This design comes from an exercise in tuning for small area on the open sky130 flow, not from production work.
At most, simulation tests tie the RTL to the original design; equivalence was not proved.

==> run F: inputs <==
==> flow/design.v <==
module etsu_rca #(
    parameter int W = 4
) (
    input  logic [W-1:0] a,
    input  logic [W-1:0] b,
    input  logic         ci,
    output logic [W-1:0] s,
    output logic         co
);
    logic [W:0] c;
    assign c[0] = ci;
    for (genvar i = 0; i < W; i++) begin : g_fa
        assign s[i]   = a[i] ^ b[i] ^ c[i];
        assign c[i+1] = (a[i] & b[i]) | (a[i] & c[i]) | (b[i] & c[i]);
    end
    assign co = c[W];
endmodule
module envelope_transient_shaper_unit
#(
    parameter int SAMPLE_BITS = 24,
    localparam int TDATA_W = ((2 * SAMPLE_BITS + 7) / 8) * 8
) (
    input  logic                   aclk,
    input  logic                   aresetn,
    input  logic                   cfg_wr_en,
    input  logic [1:0]             cfg_index,
    input  logic [22:0]            cfg_wdata,
    input  logic                   s_tvalid,
    output logic                   s_tready,
    input  logic [TDATA_W-1:0]     s_tdata,
    input  logic                   s_tuser,
    output logic                   m_tvalid,
    input  logic                   m_tready,
    output logic [TDATA_W-1:0]     m_tdata,
    output logic                   m_tuser
);
    logic [22:0] thr_reg;
    logic [15:0] att_reg;
    logic [15:0] sus_reg;
    logic        two_reg;
    always_ff @(posedge aclk) begin
        if (!aresetn) begin
            thr_reg <= 23'd8389;
            att_reg <= 16'd4096;
            sus_reg <= 16'd4096;
            two_reg <= 1'b1;
        end else if (cfg_wr_en) begin
            case (cfg_index)
                2'd0: thr_reg <= cfg_wdata;
                2'd1: att_reg <= cfg_wdata[15:0];
                2'd2: sus_reg <= cfg_wdata[15:0];
                default: two_reg <= cfg_wdata[0];
            endcase
        end
    end
    localparam logic [1:0] S_CLR = 2'd0, S_IDLE = 2'd1, S_ENV = 2'd2, S_MUL = 2'd3;
    logic [1:0] st_reg;
    logic [4:0] cnt_reg;
    logic [2:0] ph_reg;
    logic       vld_reg;
    logic       trn_reg;    
    logic       tru_reg;    
    wire in_env  = (st_reg == S_ENV);
    wire in_mul  = (st_reg == S_MUL);
    wire in_clr  = (st_reg == S_CLR);
    wire c0      = (cnt_reg == 5'd0);
    wire out_free = !vld_reg || m_tready;
    wire env_done = in_env && (cnt_reg == 5'd13);
    wire env_cmp  = in_env && (cnt_reg == 5'd12);
    wire mul_last = in_mul && (cnt_reg == 5'd16);
    wire blk      = s_tuser;
    assign s_tready = mul_last;
    always_ff @(posedge aclk) begin
        ph_reg <= aresetn ? ph_reg + 3'd1 : 3'd0;
        if (!aresetn) begin
            st_reg  <= S_CLR;
            cnt_reg <= 5'd0;
            vld_reg <= 1'b0;
        end else begin
            if (mul_last) vld_reg <= 1'b1;
            else if (m_tready) vld_reg <= 1'b0;
            case (st_reg)
                S_CLR: begin
                    cnt_reg <= cnt_reg + 5'd1;
                    if (cnt_reg == 5'd7) st_reg <= S_IDLE;
                end
                S_IDLE: begin
                    cnt_reg <= 5'd0;
                    if (s_tvalid && ph_reg == 3'd7) st_reg <= S_ENV;
                end
                S_ENV: begin
                    if (!env_done) cnt_reg <= cnt_reg + 5'd1;
                    else if (out_free) begin
                        cnt_reg <= 5'd0;
                        st_reg  <= S_MUL;
                    end
                end
                default: begin
                    cnt_reg <= cnt_reg + 5'd1;
                    if (mul_last) st_reg <= S_IDLE;
                end
            endcase
        end
    end
    logic [3:0] ev [8];
    logic       ev_wr;
    logic [3:0] ev_wd;
    always_ff @(posedge aclk) begin
        for (int p = 0; p < 8; p++) begin
            if (p == 3 && ev_wr) ev[p] <= ev_wd;
            else ev[p] <= ev[(p + 1) % 8];
        end
    end
    wire [2:0]  dsel = cnt_reg[2:0];
    wire        lv_in = in_env && (cnt_reg >= 5'd1) && (cnt_reg <= 5'd6);
    logic [3:0] dig_l, dig_r;
    always_comb begin
        dig_l = 4'd0;
        dig_r = 4'd0;
        for (int k = 0; k < 6; k++) begin
            if (dsel == 3'(k + 1)) begin
                dig_l = s_tdata[4*k +: 4];
                dig_r = s_tdata[24 + 4*k +: 4];
            end
        end
    end
    wire        sgn_l = s_tdata[23];
    wire        sgn_r = two_reg ? s_tdata[47] : s_tdata[23];
    wire [3:0]  dig_r2 = two_reg ? dig_r : dig_l;
    logic       cy_l, cy_r, cy_v, cy_d, cy_t, cy_1, cy_2, cy_3, cy_e, cy_c;
    logic [2:0] lvb;        
    logic       dsr;        
    logic [1:0] tsr;        
    logic [3:0] t2a, t2b;   
    logic       ysr;        
    logic       y14;
    wire first = in_env && c0;
    wire lfirst = in_env && (cnt_reg == 5'd1);
    wire [3:0] ml = lv_in ? (dig_l ^ {4{sgn_l}}) : 4'd0;
    wire [3:0] mr = lv_in ? (dig_r2 ^ {4{sgn_r}}) : 4'd0;
    wire [3:0] mag_l, mag_r, lvd;
    wire       co_l, co_r, co_v;
    etsu_rca #(4) u_ml (.a(ml), .b(4'd0), .ci(cy_l | (lfirst & sgn_l)), .s(mag_l), .co(co_l));
    etsu_rca #(4) u_mr (.a(mr), .b(4'd0), .ci(cy_r | (lfirst & sgn_r)), .s(mag_r), .co(co_r));
    etsu_rca #(4) u_lv (.a(mag_l), .b(mag_r), .ci(cy_v), .s(lvd), .co(co_v));
    wire [3:0] lev = {lvd[0], lvb};
    wire       pv_ok = in_env && !blk;
    wire [3:0] pv0 = (pv_ok && cnt_reg <= 5'd7) ? ev[0] : 4'd0;
    wire [3:0] dd;
    wire       co_d;
    etsu_rca #(4) u_d (.a(lev), .b(~pv0), .ci(cy_d | first), .s(dd), .co(co_d));
    wire [3:0] dg = in_env ? dd : 4'd0;
    wire [3:0] td;
    wire       co_t;
    etsu_rca #(4) u_t (.a(dg), .b({dg[2:0], dsr}), .ci(cy_t), .s(td), .co(co_t));
    wire [3:0] t2 = {td[1:0], tsr};
    wire [3:0] y1, y2, y3;
    wire       co_1, co_2, co_3;
    etsu_rca #(4) u_y1 (.a(dg), .b(t2),  .ci(cy_1), .s(y1), .co(co_1));
    etsu_rca #(4) u_y2 (.a(y1), .b(t2a), .ci(cy_2), .s(y2), .co(co_2));
    etsu_rca #(4) u_y3 (.a(y2), .b(t2b), .ci(cy_3), .s(y3), .co(co_3));
    wire [3:0] qd = {y3[2:0], ysr};
    wire       q0 = (cnt_reg == 5'd4);
    wire [3:0] pv4 = pv_ok ? ev[4] : 4'd0;
    wire [3:0] ed;
    wire       co_e;
    etsu_rca #(4) u_e (.a(pv4), .b(qd), .ci(q0 ? y14 : cy_e), .s(ed), .co(co_e));
    assign ev_wr = in_clr || (in_env && cnt_reg >= 5'd4 && cnt_reg <= 5'd11);
    assign ev_wd = in_clr ? 4'd0 : ed;
    logic [3:0] td_thr;
    always_comb begin
        td_thr = 4'd0;
        case (cnt_reg)
            5'd6:  td_thr = thr_reg[3:0];
            5'd7:  td_thr = thr_reg[7:4];
            5'd8:  td_thr = thr_reg[11:8];
            5'd9:  td_thr = thr_reg[15:12];
            5'd10: td_thr = thr_reg[19:16];
            5'd11: td_thr = {1'b0, thr_reg[22:20]};
            default: td_thr = 4'd0;
        endcase
    end
    wire [3:0] cd;
    wire       co_c;
    etsu_rca #(4) u_c (.a(qd), .b(~td_thr), .ci(q0 ? y14 : cy_c), .s(cd), .co(co_c));
    always_ff @(posedge aclk) begin
        cy_l <= co_l; cy_r <= co_r; cy_v <= co_v; cy_d <= co_d; cy_t <= co_t;
        cy_1 <= co_1; cy_2 <= co_2; cy_3 <= co_3;
        lvb <= lvd[3:1]; dsr <= dg[3]; tsr <= td[3:2];
        t2a <= t2; t2b <= t2a; ysr <= y3[3];
        cy_e <= co_e;
        cy_c <= co_c;
        if (in_env && cnt_reg == 5'd3) y14 <= y3[2];
        if (env_cmp) trn_reg <= !blk && !cd[3];
    end
    wire [3:0] gi = cnt_reg[3:0];
    function automatic logic mux16(input logic [15:0] v, input logic [3:0] i);
        logic [7:0] m8;
        logic [3:0] m4;
        logic [1:0] m2;
        m8 = i[0] ? {v[15], v[13], v[11], v[9], v[7], v[5], v[3], v[1]}
                  : {v[14], v[12], v[10], v[8], v[6], v[4], v[2], v[0]};
        m4 = i[1] ? {m8[7], m8[5], m8[3], m8[1]} : {m8[6], m8[4], m8[2], m8[0]};
        m2 = i[2] ? {m4[3], m4[1]} : {m4[2], m4[0]};
        mux16 = i[3] ? m2[1] : m2[0];
    endfunction
    wire       att_b = mux16(att_reg, gi);
    wire       sus_b = mux16(sus_reg, gi);
    wire       mstep = in_mul && !cnt_reg[4];
    wire       gbit  = mstep && (blk ? (gi == 4'd12) : (trn_reg ? att_b : sus_b));
    wire       rnd   = in_mul && (cnt_reg == 5'd11);
    wire       mfirst = in_mul && c0;
    logic      bdel;
    wire [23:0] xl = s_tdata[23:0];
    wire [23:0] xr = s_tdata[47:24];
    logic [10:0] lo_l, lo_r;    
    logic [11:0] hi_l, hi_r;    
    logic        mb_l, mb_r;    
    logic        cl_l, cl_r;    
    logic [3:0]  pl_l, pl_r;    
    wire [12:0] ha_l = mfirst ? 13'd0 : {hi_l[11], hi_l};
    wire [12:0] ha_r = mfirst ? 13'd0 : {hi_r[11], hi_r};
    wire [12:0] hb_l = (bdel && !mfirst) ? {xl[23], xl[23:12]} : 13'd0;
    wire [12:0] hb_r = (bdel && !mfirst) ? {xr[23], xr[23:12]} : 13'd0;
    wire [12:0] hs_l, hs_r;
    wire        hco_l, hco_r;
    etsu_rca #(13) u_hl (.a(ha_l), .b(hb_l), .ci(cl_l & !mfirst), .s(hs_l), .co(hco_l));
    etsu_rca #(13) u_hr (.a(ha_r), .b(hb_r), .ci(cl_r & !mfirst), .s(hs_r), .co(hco_r));
    wire [11:0] la_l = mfirst ? 12'd0 : {hs_l[0], lo_l};
    wire [11:0] la_r = mfirst ? 12'd0 : {hs_r[0], lo_r};
    wire [11:0] lb_l = gbit ? xl[11:0] : 12'd0;
    wire [11:0] lb_r = gbit ? xr[11:0] : 12'd0;
    wire [11:0] ls_l, ls_r;
    wire        lco_l, lco_r;
    etsu_rca #(12) u_ll (.a(la_l), .b(lb_l), .ci(rnd), .s(ls_l), .co(lco_l));
    etsu_rca #(12) u_lr (.a(la_r), .b(lb_r), .ci(rnd), .s(ls_r), .co(lco_r));
    always_ff @(posedge aclk) begin
        if (in_mul) begin
            bdel <= gbit;
            hi_l <= hs_l[12:1];
            hi_r <= hs_r[12:1];
            mb_l <= hs_l[0];
            mb_r <= hs_r[0];
            if (mstep) begin
                lo_l <= ls_l[11:1];
                lo_r <= ls_r[11:1];
                cl_l <= lco_l;
                cl_r <= lco_r;
                pl_l <= {ls_l[0], pl_l[3:1]};
                pl_r <= {ls_r[0], pl_r[3:1]};
            end
        end
        if (mul_last) tru_reg <= trn_reg;
    end
    function automatic logic [23:0] clamp(input logic [27:0] r);
        if ((&r[27:23]) || !(|r[27:23])) clamp = r[23:0];
        else clamp = r[27] ? 24'h800000 : 24'h7FFFFF;
    endfunction
    assign m_tvalid = vld_reg;
    assign m_tdata  = {clamp({hi_r, mb_r, lo_r, pl_r}), clamp({hi_l, mb_l, lo_l, pl_l})};
    assign m_tuser  = tru_reg;
endmodule
==> flow/flow/run.sh <==
#!/bin/bash
# The standard layout (standard.sh), with two changes to how it is built:
# the port buffers use the smallest buffer cell, and the clock tree uses a
# strong root buffer with small leaf buffers.
set -e
export BUFFER_PORTS_ARGS="-buffer_cell sky130_fd_sc_hd__buf_1"
export CTS_ARGS="-sink_clustering_enable -repair_clock_nets -root_buf sky130_fd_sc_hd__clkbuf_16 -buf_list sky130_fd_sc_hd__clkbuf_8"
bash standard.sh > standard.log 2>&1
==> flow/standard.sh <==
#!/bin/bash
# synth_recipe.tcl (not shown) runs the flow's synth.tcl, then flattens the netlist and writes it again
# the make line also repeats each setting of config.mk as NAME=value (left out here)
make -C /OpenROAD-flow-scripts/flow DESIGN_CONFIG=/design/flow/config.mk WORK_HOME=/design/flow/orfs CLKGATE_MAP_FILE= SYNTH_SCRIPT=/design/flow/synth_recipe.tcl "${@:-finish}"
==> flow/config.mk <==
export PLATFORM = sky130hd
export DESIGN_NAME = envelope_transient_shaper_unit
export DESIGN_NICKNAME = envelope_transient_shaper_unit
export VERILOG_FILES = /design/flow/design.v
export SDC_FILE = /design/flow/constraint.sdc
export NUM_CORES = 4
export LEC_CHECK = 0
export CAP_MARGIN = 20
export CORE_MARGIN = 2
export CORE_UTILIZATION = 40
export SLEW_MARGIN = 20
==> flow/constraint.sdc <==
create_clock -name core_clock -period 9.0 [get_ports {aclk}]
set_input_delay 1.8000 -clock core_clock [delete_from_list [all_inputs] [get_ports {aclk}]]
set_output_delay 1.8000 -clock core_clock [all_outputs]
set_load 0.01 [all_outputs]
==> run H: changes against run F <==
--- a/flow/design.v
+++ b/flow/design.v
@@ -113,5 +113,5 @@
     end
     wire [2:0]  dsel = cnt_reg[2:0];
-    wire        lv_in = in_env && (cnt_reg >= 5'd1) && (cnt_reg <= 5'd6);
+    wire        lv_in = in_env && (cnt_reg <= 5'd5);
     logic [3:0] dig_l, dig_r;
     always_comb begin
@@ -119,5 +119,5 @@
         dig_r = 4'd0;
         for (int k = 0; k < 6; k++) begin
-            if (dsel == 3'(k + 1)) begin
+            if (dsel == 3'(k)) begin
                 dig_l = s_tdata[4*k +: 4];
                 dig_r = s_tdata[24 + 4*k +: 4];
@@ -129,4 +129,5 @@
     wire [3:0]  dig_r2 = two_reg ? dig_r : dig_l;
     logic       cy_l, cy_r, cy_v, cy_d, cy_t, cy_1, cy_2, cy_3, cy_e, cy_c;
+    logic [3:0] lva;        
     logic [2:0] lvb;        
     logic       dsr;        
@@ -136,13 +137,12 @@
     logic       y14;
     wire first = in_env && c0;
-    wire lfirst = in_env && (cnt_reg == 5'd1);
     wire [3:0] ml = lv_in ? (dig_l ^ {4{sgn_l}}) : 4'd0;
     wire [3:0] mr = lv_in ? (dig_r2 ^ {4{sgn_r}}) : 4'd0;
     wire [3:0] mag_l, mag_r, lvd;
     wire       co_l, co_r, co_v;
-    etsu_rca #(4) u_ml (.a(ml), .b(4'd0), .ci(cy_l | (lfirst & sgn_l)), .s(mag_l), .co(co_l));
-    etsu_rca #(4) u_mr (.a(mr), .b(4'd0), .ci(cy_r | (lfirst & sgn_r)), .s(mag_r), .co(co_r));
+    etsu_rca #(4) u_ml (.a(ml), .b(4'd0), .ci(cy_l | (first & sgn_l)), .s(mag_l), .co(co_l));
+    etsu_rca #(4) u_mr (.a(mr), .b(4'd0), .ci(cy_r | (first & sgn_r)), .s(mag_r), .co(co_r));
     etsu_rca #(4) u_lv (.a(mag_l), .b(mag_r), .ci(cy_v), .s(lvd), .co(co_v));
-    wire [3:0] lev = {lvd[0], lvb};
+    wire [3:0] lev = {lva[0], lvb};
     wire       pv_ok = in_env && !blk;
     wire [3:0] pv0 = (pv_ok && cnt_reg <= 5'd7) ? ev[0] : 4'd0;
@@ -187,5 +187,5 @@
         cy_l <= co_l; cy_r <= co_r; cy_v <= co_v; cy_d <= co_d; cy_t <= co_t;
         cy_1 <= co_1; cy_2 <= co_2; cy_3 <= co_3;
-        lvb <= lvd[3:1]; dsr <= dg[3]; tsr <= td[3:2];
+        lva <= lvd; lvb <= lva[3:1]; dsr <= dg[3]; tsr <= td[3:2];
         t2a <= t2; t2b <= t2a; ysr <= y3[3];
         cy_e <= co_e;
==> run D: changes against run F <==
--- a/flow/design.v
+++ b/flow/design.v
@@ -113,5 +113,5 @@
     end
     wire [2:0]  dsel = cnt_reg[2:0];
-    wire        lv_in = in_env && (cnt_reg >= 5'd1) && (cnt_reg <= 5'd6);
+    wire        lv_in = in_env && (cnt_reg <= 5'd5);
     logic [3:0] dig_l, dig_r;
     always_comb begin
@@ -119,5 +119,5 @@
         dig_r = 4'd0;
         for (int k = 0; k < 6; k++) begin
-            if (dsel == 3'(k + 1)) begin
+            if (dsel == 3'(k)) begin
                 dig_l = s_tdata[4*k +: 4];
                 dig_r = s_tdata[24 + 4*k +: 4];
@@ -129,4 +129,5 @@
     wire [3:0]  dig_r2 = two_reg ? dig_r : dig_l;
     logic       cy_l, cy_r, cy_v, cy_d, cy_t, cy_1, cy_2, cy_3, cy_e, cy_c;
+    logic [3:0] lva;        
     logic [2:0] lvb;        
     logic       dsr;        
@@ -136,13 +137,12 @@
     logic       y14;
     wire first = in_env && c0;
-    wire lfirst = in_env && (cnt_reg == 5'd1);
     wire [3:0] ml = lv_in ? (dig_l ^ {4{sgn_l}}) : 4'd0;
     wire [3:0] mr = lv_in ? (dig_r2 ^ {4{sgn_r}}) : 4'd0;
     wire [3:0] mag_l, mag_r, lvd;
     wire       co_l, co_r, co_v;
-    etsu_rca #(4) u_ml (.a(ml), .b(4'd0), .ci(cy_l | (lfirst & sgn_l)), .s(mag_l), .co(co_l));
-    etsu_rca #(4) u_mr (.a(mr), .b(4'd0), .ci(cy_r | (lfirst & sgn_r)), .s(mag_r), .co(co_r));
+    etsu_rca #(4) u_ml (.a(ml), .b(4'd0), .ci(cy_l | (first & sgn_l)), .s(mag_l), .co(co_l));
+    etsu_rca #(4) u_mr (.a(mr), .b(4'd0), .ci(cy_r | (first & sgn_r)), .s(mag_r), .co(co_r));
     etsu_rca #(4) u_lv (.a(mag_l), .b(mag_r), .ci(cy_v), .s(lvd), .co(co_v));
-    wire [3:0] lev = {lvd[0], lvb};
+    wire [3:0] lev = {lva[0], lvb};
     wire       pv_ok = in_env && !blk;
     wire [3:0] pv0 = (pv_ok && cnt_reg <= 5'd7) ? ev[0] : 4'd0;
@@ -187,5 +187,5 @@
         cy_l <= co_l; cy_r <= co_r; cy_v <= co_v; cy_d <= co_d; cy_t <= co_t;
         cy_1 <= co_1; cy_2 <= co_2; cy_3 <= co_3;
-        lvb <= lvd[3:1]; dsr <= dg[3]; tsr <= td[3:2];
+        lva <= lvd; lvb <= lva[3:1]; dsr <= dg[3]; tsr <= td[3:2];
         t2a <= t2; t2b <= t2a; ysr <= y3[3];
         cy_e <= co_e;
CORE_UTILIZATION = 65   (was 40)
==> impl_metrics.csv <==
group,metric,value,unit
power_and_ir_drop,leakagePower,4.66,nW
global_routing,track_usage,27.1,%
timing,final_critical_path_setup_slack,1.21,ns
finish,buffer_area_share,5.32,%
outcome,status,"finished clean",
synth,syn-instance-count,964,
That was run D.
==> impl_metrics.csv <==
group,metric,value,unit
finish,buffer_area_share,5.10,%
outcome,status,"finished clean",
critical_path,reg2reg_from,"cnt_reg[1]",
power_and_ir_drop,leakagePower,4.65,nW
power_and_ir_drop,powerDensity,145,nW/µm²
global_routing,track_usage,18.6,%
synth,syn-instance-count,964,
timing,final_critical_path_setup_slack,1.16,ns
timing,drv_slew,0,
That was run H.
==> impl_metrics.csv <==
group,metric,value,unit
timing,final_critical_path_setup_slack,1.50,ns
finish,buffer_area_share,5.09,%
outcome,status,"finished clean",
power_and_ir_drop,leakagePower,4.73,nW
synth,syn-instance-count,996,
critical_path,rrSetupSlack,1.50,ns
synth,syn_area_per_cell,10.3,µm²
clock_tree,cts.sinks,186,
That was run F.
Only the layout flow was run in run F; the RTL was not checked for function there.

## what the ideal ports hide
In the flow no input, the clock included, has a driving cell. The finished layouts below were timed again as built, in two steps.
Step 1 sets driving cells, clkbuf_16 on the clock port and buf_2 on the other inputs (assumed; they add their load-dependent delay and slew).
Step 2 moves the port delays by t, midway between the first and last clock arrival at a register: inputs arrive t later, outputs are due t later. That takes back most of the time a late clock gives input paths.
a / b / c = ideal ports / drivers / drivers and shift; a / b = the first two.
run	t (ns)	setup WS [ns]	worst setup path at the end	worst data-port slew with drivers (ns)	pins driven straight from the clock port
run F	0.436	1.497 / 1.497 / 1.375	input to register	0.04	1
run H	0.435	1.162 / 1.162 / 0.917	input to register	0.07	1
run D	0.431	1.207 / 1.207 / 0.868	input to register	0.07	1
After both steps setup and hold are still met in every run listed. The setup slack of run D, which loses most, moves by 0.000 ns with the drivers and by -0.339 ns with both steps.
